Source: an optimization exercise on an open RTL-to-GDS flow (aim: small area). Production flows keep margins and buffers that such runs may drop. The RTL was checked by simulation tests, not by an equivalence proof against the original design. The flow treats the clock pin as an ideal source. Dropping or thinning the clock tree relies on that and would not hold on a real chip. No activity file was given, so power comes from the tool's default toggle rates.

==> willow: inputs <==
// dispatch_top
module dispatch_top (
    input  logic         clk,
    input  logic         rst_n,
    input  logic         fetch_vld,
    input  logic [31:0]  fetch_inst,
    input  logic [31:0]  fetch_pc,
    input  logic [4:0]   fetch_tag,
    output logic         fetch_rdy,
    output logic [31:0]  issue_inst,
    output logic [31:0]  issue_pc,
    output logic [4:0]   issue_tag,
    output logic [4:0]   issue_rd,
    output logic         issue_rd_en,
    output logic [31:0]  issue_imm,
    output logic [31:0]  issue_rs1_val,
    output logic [31:0]  issue_rs2_val,
    output logic [4:0]   issue_vld,
    input  logic [4:0]   issue_rdy,
    output logic         trap_en,
    output logic [31:0]  trap_cause,
    input  logic [3:0]   wb_en,
    input  logic [19:0]  wb_idx,
    input  logic [127:0] wb_data,
    input  logic         instret_we,
    input  logic [63:0]  instret_wdata,
    output logic [63:0]  instret
);
export LEC_CHECK = 0
export CAP_MARGIN = 10
export CORE_MARGIN = 2
export CORE_UTILIZATION = 35
export PLACE_DENSITY = 0.45
export SLEW_MARGIN = 10
export SYNTH_HIERARCHICAL = 1
export SYNTH_MINIMUM_KEEP_SIZE = 0
create_clock -name core_clock -period 9.0 [get_ports {clk}]
standard.sh (not shown) runs the stock make flow with config.mk's settings and CLKGATE_MAP_FILE= SYNTH_SCRIPT=/design/flow/synth_recipe.tcl, a recipe that flattens the netlist after the stock synthesis.
==> flow/flow/run.sh <==
#!/bin/bash
# The standard synthesis and layout, with these changes:
#  - before floorplan, every cell at its smallest drive strength (repair sizes up what
#    needs it) and each inverter that drives many gates as inv_2 (flow/pre_fp.tcl)
#  - minimum-size port buffers
#  - global routing keeps more of met1/met2 free for pin access (flow/fastroute.tcl)
#  - a clock tree built by flow/cts.tcl in place of the cts step
# Each step's output goes to a log of its own here; ORFS keeps its per-step logs under orfs/logs.
set -euo pipefail
W=$PWD
R=$W/orfs/results/sky130hd/dispatch_top/base
OPENROAD=$FLOW_HOME/../tools/install/OpenROAD/bin/openroad
[[ -x $OPENROAD ]] || OPENROAD=$(command -v openroad)
KNOBS=(
  PRE_FLOORPLAN_TCL=$W/flow/pre_fp.tcl
  "BUFFER_PORTS_ARGS=-buffer_cell sky130_fd_sc_hd__buf_1"
  FASTROUTE_TCL=$W/flow/fastroute.tcl
)
bash standard.sh synth > synth.log 2>&1
bash standard.sh "${KNOBS[@]}" place > place.log 2>&1
RESULTS_DIR=$R PLATFORM_DIR=$FLOW_HOME/platforms/sky130hd \
  LEAF_CMAX=80 LEAF_BUF=sky130_fd_sc_hd__clkbuf_16 \
  MID_CMAX=80 MID_BUF=sky130_fd_sc_hd__clkbuf_16 \
  $OPENROAD -no_init -exit $W/flow/cts.tcl > cts.log 2>&1
cp $R/4_1_cts.odb $R/4_cts.odb
touch $R/4_cts.sdc
bash standard.sh "${KNOBS[@]}" finish > route.log 2>&1
==> flow/flow/cts.tcl <==
# Clock tree for the placed design, in place of the flow's cts step.
# Recursive bisection: leaf buffers drive compact groups of flip-flops, upper
# levels drive groups of buffers, each buffer at its group's centroid. Then
# the same clean-up the flow's cts step does: legalize, repair timing, legalize.
# env: RESULTS_DIR PLATFORM_DIR LEAF_CMAX LEAF_BUF MID_CMAX MID_BUF (loads in fF)
set R $::env(RESULTS_DIR)
set P $::env(PLATFORM_DIR)
read_liberty $P/lib/sky130_fd_sc_hd__tt_025C_1v80.lib
read_db $R/3_place.odb
read_sdc $R/3_place.sdc
source $P/setRC.tcl
set_dont_use {sky130_fd_sc_hd__probe_p_8 sky130_fd_sc_hd__probec_p_8 sky130_fd_sc_hd__lpflow_*}

set block [ord::get_db_block]
set clknet [$block findNet clk]

set sinks {}
foreach it [$clknet getITerms] {
  set bb [[$it getInst] getBBox]
  lappend sinks [list $it [expr {([$bb xMin]+[$bb xMax])/2}] [expr {([$bb yMin]+[$bb yMax])/2}] 1.8]
}
puts "cts: [llength $sinks] sinks"

# estimated load of a group in fF: its pins plus a Steiner estimate of its wire
proc est_cap {items} {
  set xs [lmap i $items {lindex $i 1}]
  set ys [lmap i $items {lindex $i 2}]
  set h [expr {([tcl::mathfunc::max {*}$xs] - [tcl::mathfunc::min {*}$xs] + [tcl::mathfunc::max {*}$ys] - [tcl::mathfunc::min {*}$ys]) / 1000.0}]
  set c 0.0
  foreach i $items { set c [expr {$c + [lindex $i 3]}] }
  return [expr {$c + 0.215 * (0.35 * sqrt([llength $items]) * $h + 10.0)}]
}

# split {obj x y cap} items into groups of estimated load at most cmax fF,
# by median cuts across the wider side
proc bisect {items cmax} {
  if {[llength $items] <= 1 || [est_cap $items] <= $cmax} { return [list $items] }
  set xs [lmap i $items {lindex $i 1}]
  set ys [lmap i $items {lindex $i 2}]
  set dx [expr {[tcl::mathfunc::max {*}$xs] - [tcl::mathfunc::min {*}$xs]}]
  set dy [expr {[tcl::mathfunc::max {*}$ys] - [tcl::mathfunc::min {*}$ys]}]
  set k [expr {$dx >= $dy ? 1 : 2}]
  set sorted [lsort -integer -index $k $items]
  set half [expr {[llength $items] / 2}]
  return [concat [bisect [lrange $sorted 0 [expr {$half-1}]] $cmax] [bisect [lrange $sorted $half end] $cmax]]
}

set cnt 0
proc add_buf {master items level} {
  global block cnt
  incr cnt
  set m [[ord::get_db] findMaster $master]
  set inst [odb::dbInst_create $block $m "ctsbuf_L${level}_$cnt"]
  set net [odb::dbNet_create $block "ctsnet_L${level}_$cnt"]
  $net setSigType CLOCK
  set sx 0; set sy 0
  foreach i $items {
    set it [lindex $i 0]
    $it disconnect
    $it connect $net
    set sx [expr {$sx + [lindex $i 1]}]; set sy [expr {$sy + [lindex $i 2]}]
  }
  set cx [expr {$sx / [llength $items]}]; set cy [expr {$sy / [llength $items]}]
  [$inst findITerm X] connect $net
  $inst setLocation [expr {$cx - [$m getWidth]/2}] [expr {$cy - [$m getHeight]/2}]
  $inst setPlacementStatus PLACED
  return [list [$inst findITerm A] $cx $cy [expr {$master eq "sky130_fd_sc_hd__clkbuf_16" ? 7.4 : 3.9}]]
}

set level 0
set items $sinks
set cmax $::env(LEAF_CMAX)
set buf $::env(LEAF_BUF)
while {[llength $items] > 1} {
  set groups [bisect $items $cmax]
  if {[llength $groups] >= [llength $items]} { set groups [list $items] }
  set next {}
  foreach g $groups { lappend next [add_buf $buf $g $level] }
  puts "cts: level $level: [llength $groups] x $buf"
  set items $next
  incr level
  set cmax $::env(MID_CMAX)
  set buf $::env(MID_BUF)
}
# the root buffer's input stays on the clock port's net
[lindex [lindex $items 0] 0] connect $clknet

set_propagated_clock [all_clocks]
detailed_placement
estimate_parasitics -placement

proc clk_slew {} {
  set worst 0
  foreach pin [get_pins -hierarchical */CLK] {
    foreach e {rise fall} {
      foreach a {min max} {
        set ps [expr {[sta::time_ui_sta [get_property $pin slew_${a}_$e]]*1e12}]
        if {$ps > $worst} {set worst $ps}
      }
    }
  }
  return $worst
}
puts "cts: worst clock pin slew [clk_slew] ps"
report_clock_skew
report_worst_slack -min
report_worst_slack -max

repair_timing -verbose
detailed_placement
check_placement -verbose
estimate_parasitics -placement
puts "cts: after repair, worst clock pin slew [clk_slew] ps"
report_worst_slack -min
report_worst_slack -max
report_design_area

write_db $R/4_1_cts.odb
write_sdc -no_timestamp $R/4_cts.sdc
Other scripts of this flow, unchanged in this note and not shown: flow/flow/fastroute.tcl, flow/flow/pre_fp.tcl
==> violet: changes against willow <==
--- a/flow/design.v
+++ b/flow/design.v
@@ -90,42 +90,41 @@
         endcase
     end
 endmodule
 `timescale 1ns/1ps
 module reg_scoreboard (
     input  logic         clk,
-    input  logic         rst_n,
+    input  logic         clr,
     input  logic [31:1]  rel,
     input  logic [31:1]  set,
     output logic [31:1]  lock
 );
-    always_ff @(posedge clk or negedge rst_n) begin
-        if (!rst_n) begin
+    always_ff @(posedge clk) begin
+        if (clr) begin
             lock <= '0;
         end else begin
             lock <= ~rel & (lock | set);
         end
     end
 endmodule
 `timescale 1ns/1ps
 module reg_file (
     input  logic         clk,
-    input  logic         rst_n,
+    input  logic         clr,
     input  logic [3:0]   wb_en,
     input  logic [19:0]  wb_idx,
     input  logic [127:0] wb_data,
     output logic [31:1]  wr_any,
     input  logic [4:0]   rs1,
     input  logic [4:0]   rs2,
     output logic [31:0]  rs1_val,
     output logic [31:0]  rs2_val
 );
     logic [31:0] regs [1:31];
     logic [31:0] nxt  [1:31];
     logic [991:0] q;       
-    logic [31:1] vld;
     logic [31:1] keep;
     logic [31:1] nwr0;
     logic [31:1] nwr1;
     logic [31:1] wr2;
     logic [31:1] wr3;
     logic [31:0] nd0;
@@ -135,37 +134,32 @@
     logic [31:1] wr0;
     logic [31:1] wr1;
     logic [31:1] nwr2;
     logic [31:1] nwr3;
     logic [31:1] nsel1;
     logic [31:1] nsel2;
+    logic [31:1] nkeep;
     for (genvar i = 1; i < 32; i++) begin : g_dec
         assign wr0[i]  =   wb_en[0] && (wb_idx[4:0]   == 5'(i));
         assign wr1[i]  =   wb_en[1] && (wb_idx[9:5]   == 5'(i));
         assign nwr2[i] = !(wb_en[2] && (wb_idx[14:10] == 5'(i)));
         assign nwr3[i] = !(wb_en[3] && (wb_idx[19:15] == 5'(i)));
         assign wr_any[i] = wr0[i] || wr1[i] || !nwr2[i] || !nwr3[i];
-        assign nsel1[i] = !(vld[i] && (rs1 == 5'(i)));
-        assign nsel2[i] = !(vld[i] && (rs2 == 5'(i)));
+        assign nkeep[i] = wr_any[i] || clr;
+        assign nsel1[i] = !(rs1 == 5'(i));
+        assign nsel2[i] = !(rs2 == 5'(i));
         rf_inv u_i0 (.a(wr0[i]),    .y(nwr0[i]));
         rf_inv u_i1 (.a(wr1[i]),    .y(nwr1[i]));
         rf_inv u_i2 (.a(nwr2[i]),   .y(wr2[i]));
         rf_inv u_i3 (.a(nwr3[i]),   .y(wr3[i]));
-        rf_inv u_ik (.a(wr_any[i]), .y(keep[i]));
+        rf_inv u_ik (.a(nkeep[i]),  .y(keep[i]));
         rf_inv u_s1 (.a(nsel1[i]),  .y(sel1[i]));
         rf_inv u_s2 (.a(nsel2[i]),  .y(sel2[i]));
     end
     assign nd0 = ~wb_data[31:0];
     assign nd1 = ~wb_data[63:32];
-    always_ff @(posedge clk or negedge rst_n) begin
-        if (!rst_n) begin
-            vld <= '0;
-        end else begin
-            vld <= vld | wr_any;
-        end
-    end
     for (genvar i = 1; i < 32; i++) begin : g_reg
         logic [31:0] x;
         for (genvar b = 0; b < 32; b++) begin : g_bit
             rf_aoi222 u_a (
                 .a1 (wr2[i]), .a2 (wb_data[64 + b]),
                 .b1 (wr3[i]), .b2 (wb_data[96 + b]),
@@ -369,20 +363,20 @@
         end else begin
             instret <= ir_sum;
         end
     end
     reg_scoreboard u_sb (
         .clk   (clk),
-        .rst_n (rst_n),
+        .clr   (!run_q),
         .rel   (rel),
         .set   (s_dst & {31{s_rdy}}),
         .lock  (lock)
     );
     reg_file u_rf (
         .clk     (clk),
-        .rst_n   (rst_n),
+        .clr     (!run_q),
         .wb_en   (wb_en),
         .wb_idx  (wb_idx),
         .wb_data (wb_data),
         .wr_any  (rel),
         .rs1     (s_inst[19:15]),
         .rs2     (s_inst[24:20]),
==> flow/flow/run.sh (replaced) <==
#!/bin/bash
# The standard synthesis and layout, with these changes:
#  - before floorplan, every cell at its smallest drive strength (repair sizes up what
#    needs it) and each inverter that drives many gates as inv_2 (flow/pre_fp.tcl)
#  - minimum-size port buffers
#  - global routing keeps more of met1/met2 free for pin access (flow/fastroute.tcl)
#  - flow/cts.tcl in place of the cts step: it removes the buffers that timing-driven
#    placement added inside the design and repairs slew and capacitance again; an input
#    port buffer that drives a single buffer takes over that buffer; then it builds a
#    clock tree of buf_12 (buf_6 or buf_8 for lightly loaded leaves)
#  - antennas repaired with margin after global routing (flow/post_grt.tcl)
# Each step's output goes to a log of its own here; ORFS keeps its per-step logs under orfs/logs.
set -euo pipefail
W=$PWD
R=$W/orfs/results/sky130hd/dispatch_top/base
OPENROAD=$FLOW_HOME/../tools/install/OpenROAD/bin/openroad
[[ -x $OPENROAD ]] || OPENROAD=$(command -v openroad)
KNOBS=(
  PRE_FLOORPLAN_TCL=$W/flow/pre_fp.tcl
  "BUFFER_PORTS_ARGS=-buffer_cell sky130_fd_sc_hd__buf_1"
  FASTROUTE_TCL=$W/flow/fastroute.tcl
  POST_GLOBAL_ROUTE_TCL=$W/flow/post_grt.tcl
)
bash standard.sh synth > synth.log 2>&1
bash standard.sh "${KNOBS[@]}" place > place.log 2>&1
RESULTS_DIR=$R PLATFORM_DIR=$FLOW_HOME/platforms/sky130hd SLEW_MARGIN=10 CAP_MARGIN=10 \
  LEAF_CMAX=88 LEAF_BUF=sky130_fd_sc_hd__buf_12 \
  MID_CMAX=120 MID_BUF=sky130_fd_sc_hd__buf_12 \
  $OPENROAD -no_init -exit $W/flow/cts.tcl > cts.log 2>&1
cp $R/4_1_cts.odb $R/4_cts.odb
touch $R/4_cts.sdc
bash standard.sh "${KNOBS[@]}" finish > route.log 2>&1
--- a/flow/flow/cts.tcl
+++ b/flow/flow/cts.tcl
@@ -1,8 +1,9 @@
 # Clock tree for the placed design, in place of the flow's cts step.
-# Recursive bisection: leaf buffers drive compact groups of flip-flops, upper
+# Recursive bisection: leaf buffers drive compact groups of flip-flops (a lightly
+# loaded group gets a smaller buffer), upper
 # levels drive groups of buffers, each buffer at its group's centroid. Then
 # the same clean-up the flow's cts step does: legalize, repair timing, legalize.
 # env: RESULTS_DIR PLATFORM_DIR LEAF_CMAX LEAF_BUF MID_CMAX MID_BUF (loads in fF)
 set R $::env(RESULTS_DIR)
 set P $::env(PLATFORM_DIR)
 read_liberty $P/lib/sky130_fd_sc_hd__tt_025C_1v80.lib
@@ -10,12 +11,67 @@
 read_sdc $R/3_place.sdc
 source $P/setRC.tcl
 set_dont_use {sky130_fd_sc_hd__probe_p_8 sky130_fd_sc_hd__probec_p_8 sky130_fd_sc_hd__lpflow_*}
 
 set block [ord::get_db_block]
 set clknet [$block findNet clk]
+
+# Buffers that timing-driven placement left on nets that neither come from nor go to a
+# port: remove them, then let repair_design put back only what slew and capacitance need,
+# with buffers no larger than buf_4.
+set removed 0
+foreach b [$block getInsts] {
+  set mn [[$b getMaster] getName]
+  if {![regexp {^sky130_fd_sc_hd__(clk)?buf_\d+$} $mn]} continue
+  set nin [[$b findITerm A] getNet]
+  set nout [[$b findITerm X] getNet]
+  if {$nin eq "NULL" || $nout eq "NULL"} continue
+  if {[llength [$nin getBTerms]] > 0 || [llength [$nout getBTerms]] > 0} continue
+  if {$nin eq $clknet || $nout eq $clknet} continue
+  foreach it [$nout getITerms] {
+    if {[$it getInst] eq $b} continue
+    $it disconnect
+    $it connect $nin
+  }
+  odb::dbInst_destroy $b
+  odb::dbNet_destroy $nout
+  incr removed
+}
+puts "cts: removed $removed buffers"
+estimate_parasitics -placement
+set_dont_use {sky130_fd_sc_hd__buf_6 sky130_fd_sc_hd__buf_8 sky130_fd_sc_hd__buf_12 sky130_fd_sc_hd__buf_16 sky130_fd_sc_hd__clkbuf_8 sky130_fd_sc_hd__clkbuf_16 sky130_fd_sc_hd__bufbuf_8 sky130_fd_sc_hd__bufbuf_16}
+repair_design -slew_margin $::env(SLEW_MARGIN) -cap_margin $::env(CAP_MARGIN)
+unset_dont_use {sky130_fd_sc_hd__buf_6 sky130_fd_sc_hd__buf_8 sky130_fd_sc_hd__buf_12 sky130_fd_sc_hd__buf_16 sky130_fd_sc_hd__clkbuf_8 sky130_fd_sc_hd__clkbuf_16 sky130_fd_sc_hd__bufbuf_8 sky130_fd_sc_hd__bufbuf_16}
+
+# An input port's buffer whose only load is another buffer: the port buffer takes that
+# buffer's size and its loads, and the second buffer goes.
+set merged 0
+foreach b [$block getInsts] {
+  set bm [$b getMaster]
+  if {![string match "sky130_fd_sc_hd__buf_*" [$bm getName]]} continue
+  set nin [[$b findITerm A] getNet]
+  if {$nin eq "NULL" || [llength [$nin getBTerms]] > 0 || [llength [$nin getITerms]] != 2} continue
+  set drv [$nin getFirstOutput]
+  if {$drv eq "NULL"} continue
+  set a [$drv getInst]
+  if {![string match "sky130_fd_sc_hd__buf_*" [[$a getMaster] getName]]} continue
+  set ain [[$a findITerm A] getNet]
+  if {$ain eq "NULL" || [llength [$ain getBTerms]] == 0} continue
+  set nout [[$b findITerm X] getNet]
+  if {$nout eq "NULL" || [llength [$nout getBTerms]] > 0} continue
+  if {[$bm getWidth] > [[$a getMaster] getWidth]} { $a swapMaster $bm }
+  foreach it [$nout getITerms] {
+    if {[$it getInst] eq $b} continue
+    $it disconnect
+    $it connect $nin
+  }
+  odb::dbInst_destroy $b
+  odb::dbNet_destroy $nout
+  incr merged
+}
+puts "cts: merged $merged buffers into input port buffers"
 
 set sinks {}
 foreach it [$clknet getITerms] {
   set bb [[$it getInst] getBBox]
   lappend sinks [list $it [expr {([$bb xMin]+[$bb xMax])/2}] [expr {([$bb yMin]+[$bb yMax])/2}] 1.8]
 }
@@ -28,24 +84,25 @@
   set h [expr {([tcl::mathfunc::max {*}$xs] - [tcl::mathfunc::min {*}$xs] + [tcl::mathfunc::max {*}$ys] - [tcl::mathfunc::min {*}$ys]) / 1000.0}]
   set c 0.0
   foreach i $items { set c [expr {$c + [lindex $i 3]}] }
   return [expr {$c + 0.215 * (0.35 * sqrt([llength $items]) * $h + 10.0)}]
 }
 
-# split {obj x y cap} items into groups of estimated load at most cmax fF,
-# by median cuts across the wider side
+# split {obj x y cap} items into groups of estimated load at most cmax fF: cut
+# across the wider side into two parts sized for a whole number of groups each
 proc bisect {items cmax} {
-  if {[llength $items] <= 1 || [est_cap $items] <= $cmax} { return [list $items] }
+  set c [est_cap $items]
+  if {[llength $items] <= 1 || $c <= $cmax} { return [list $items] }
+  set k [expr {max(2, int(ceil($c / $cmax)))}]
   set xs [lmap i $items {lindex $i 1}]
   set ys [lmap i $items {lindex $i 2}]
   set dx [expr {[tcl::mathfunc::max {*}$xs] - [tcl::mathfunc::min {*}$xs]}]
   set dy [expr {[tcl::mathfunc::max {*}$ys] - [tcl::mathfunc::min {*}$ys]}]
-  set k [expr {$dx >= $dy ? 1 : 2}]
-  set sorted [lsort -integer -index $k $items]
-  set half [expr {[llength $items] / 2}]
-  return [concat [bisect [lrange $sorted 0 [expr {$half-1}]] $cmax] [bisect [lrange $sorted $half end] $cmax]]
+  set sorted [lsort -integer -index [expr {$dx >= $dy ? 1 : 2}] $items]
+  set cut [expr {max(1, min([llength $items] - 1, ([llength $items] * ($k / 2)) / $k))}]
+  return [concat [bisect [lrange $sorted 0 [expr {$cut-1}]] $cmax] [bisect [lrange $sorted $cut end] $cmax]]
 }
 
 set cnt 0
 proc add_buf {master items level} {
   global block cnt
   incr cnt
@@ -61,24 +118,38 @@
     set sx [expr {$sx + [lindex $i 1]}]; set sy [expr {$sy + [lindex $i 2]}]
   }
   set cx [expr {$sx / [llength $items]}]; set cy [expr {$sy / [llength $items]}]
   [$inst findITerm X] connect $net
   $inst setLocation [expr {$cx - [$m getWidth]/2}] [expr {$cy - [$m getHeight]/2}]
   $inst setPlacementStatus PLACED
-  return [list [$inst findITerm A] $cx $cy [expr {$master eq "sky130_fd_sc_hd__clkbuf_16" ? 7.4 : 3.9}]]
+  set incap [dict create sky130_fd_sc_hd__clkbuf_8 3.9 sky130_fd_sc_hd__clkbuf_16 7.4 sky130_fd_sc_hd__buf_6 4.6 \
+    sky130_fd_sc_hd__buf_8 7.0 sky130_fd_sc_hd__buf_12 9.2 sky130_fd_sc_hd__buf_16 13.6]
+  return [list [$inst findITerm A] $cx $cy [dict get $incap $master]]
 }
 
 set level 0
 set items $sinks
 set cmax $::env(LEAF_CMAX)
 set buf $::env(LEAF_BUF)
 while {[llength $items] > 1} {
   set groups [bisect $items $cmax]
   if {[llength $groups] >= [llength $items]} { set groups [list $items] }
   set next {}
-  foreach g $groups { lappend next [add_buf $buf $g $level] }
+  foreach g $groups {
+    # a leaf whose load is well under the limit gets a smaller buffer
+    set b $buf
+    if {$level == 0} {
+      set c [est_cap $g]
+      if {$c <= 0.55 * $cmax} {
+        set b sky130_fd_sc_hd__buf_6
+      } elseif {$c <= 0.7 * $cmax} {
+        set b sky130_fd_sc_hd__buf_8
+      }
+    }
+    lappend next [add_buf $b $g $level]
+  }
   puts "cts: level $level: [llength $groups] x $buf"
   set items $next
   incr level
   set cmax $::env(MID_CMAX)
   set buf $::env(MID_BUF)
 }
==> flow/flow/post_grt.tcl (new file) <==
# After global routing: repair antennas once more, with margin, so that the detailed
# router's own antenna repair rarely has to route again. Diodes are not logic cells.
repair_antennas -iterations 3 -ratio_margin 50
check_placement -verbose
==> comparison table <==
metric                                             willow                         violet
Worst hold slack after final layout              0.494 ns                       0.494 ns
Critical Path Start                            s_inst[20]                      s_inst[6]
Number of multi-input combinational cells            3904                           3944
Highest attainable clock frequency              0.129 GHz                      0.124 GHz
M1 GR Usage                                         0.734                          0.723
Post-Syn Instances                                   5485                           5501
Power in the clock group                          3.99 mW                        3.22 mW
Result of the run                          finished clean     complete, but fails checks
Reasons for failing layout checks                       -  capacitance limit, slew limit
DP Area                                       0.0656 mm^2                    0.0649 mm^2
Critical Path Fanout Max                               32                             14
Global-route wire length before repair          608000 um                      607000 um
Cell area after synthesis                     0.0606 mm^2                    0.0598 mm^2
FFs & Latches                                        1189                           1158
Worst Skew                                      0.0291 ns                      0.0584 ns
No run of this note takes its clock network from TritonCTS; it comes from the design's own scripts or RTL.

==> separate check: timing with driven ports <==
In the flow no input, the clock included, has a driving cell. The finished layouts below were timed again as built, in two steps.
Step 1 sets driving cells, clkbuf_16 on the clock port and buf_2 on the other inputs (assumed; they add their load-dependent delay and slew).
Step 2 times the ports against the registers' clock, not the clock port: input delays grow and output delays shrink by t, the midpoint of the rising clock arrivals with the driver on.
Three values: ideal ports, drivers, drivers and shift; two values: the first two.
run | shift t [ns] | slack for setup (ns) | latest minus earliest clock arrival (ns) | worst register clock-pin slew, ns
willow | 1.000 | 1.259 / 1.154 / 1.982 | 0.060 / 0.061 | 0.10 / 0.10
violet | 0.830 | 0.935 / 0.835 / 1.014 | 0.107 / 0.108 | 0.12 / 0.12
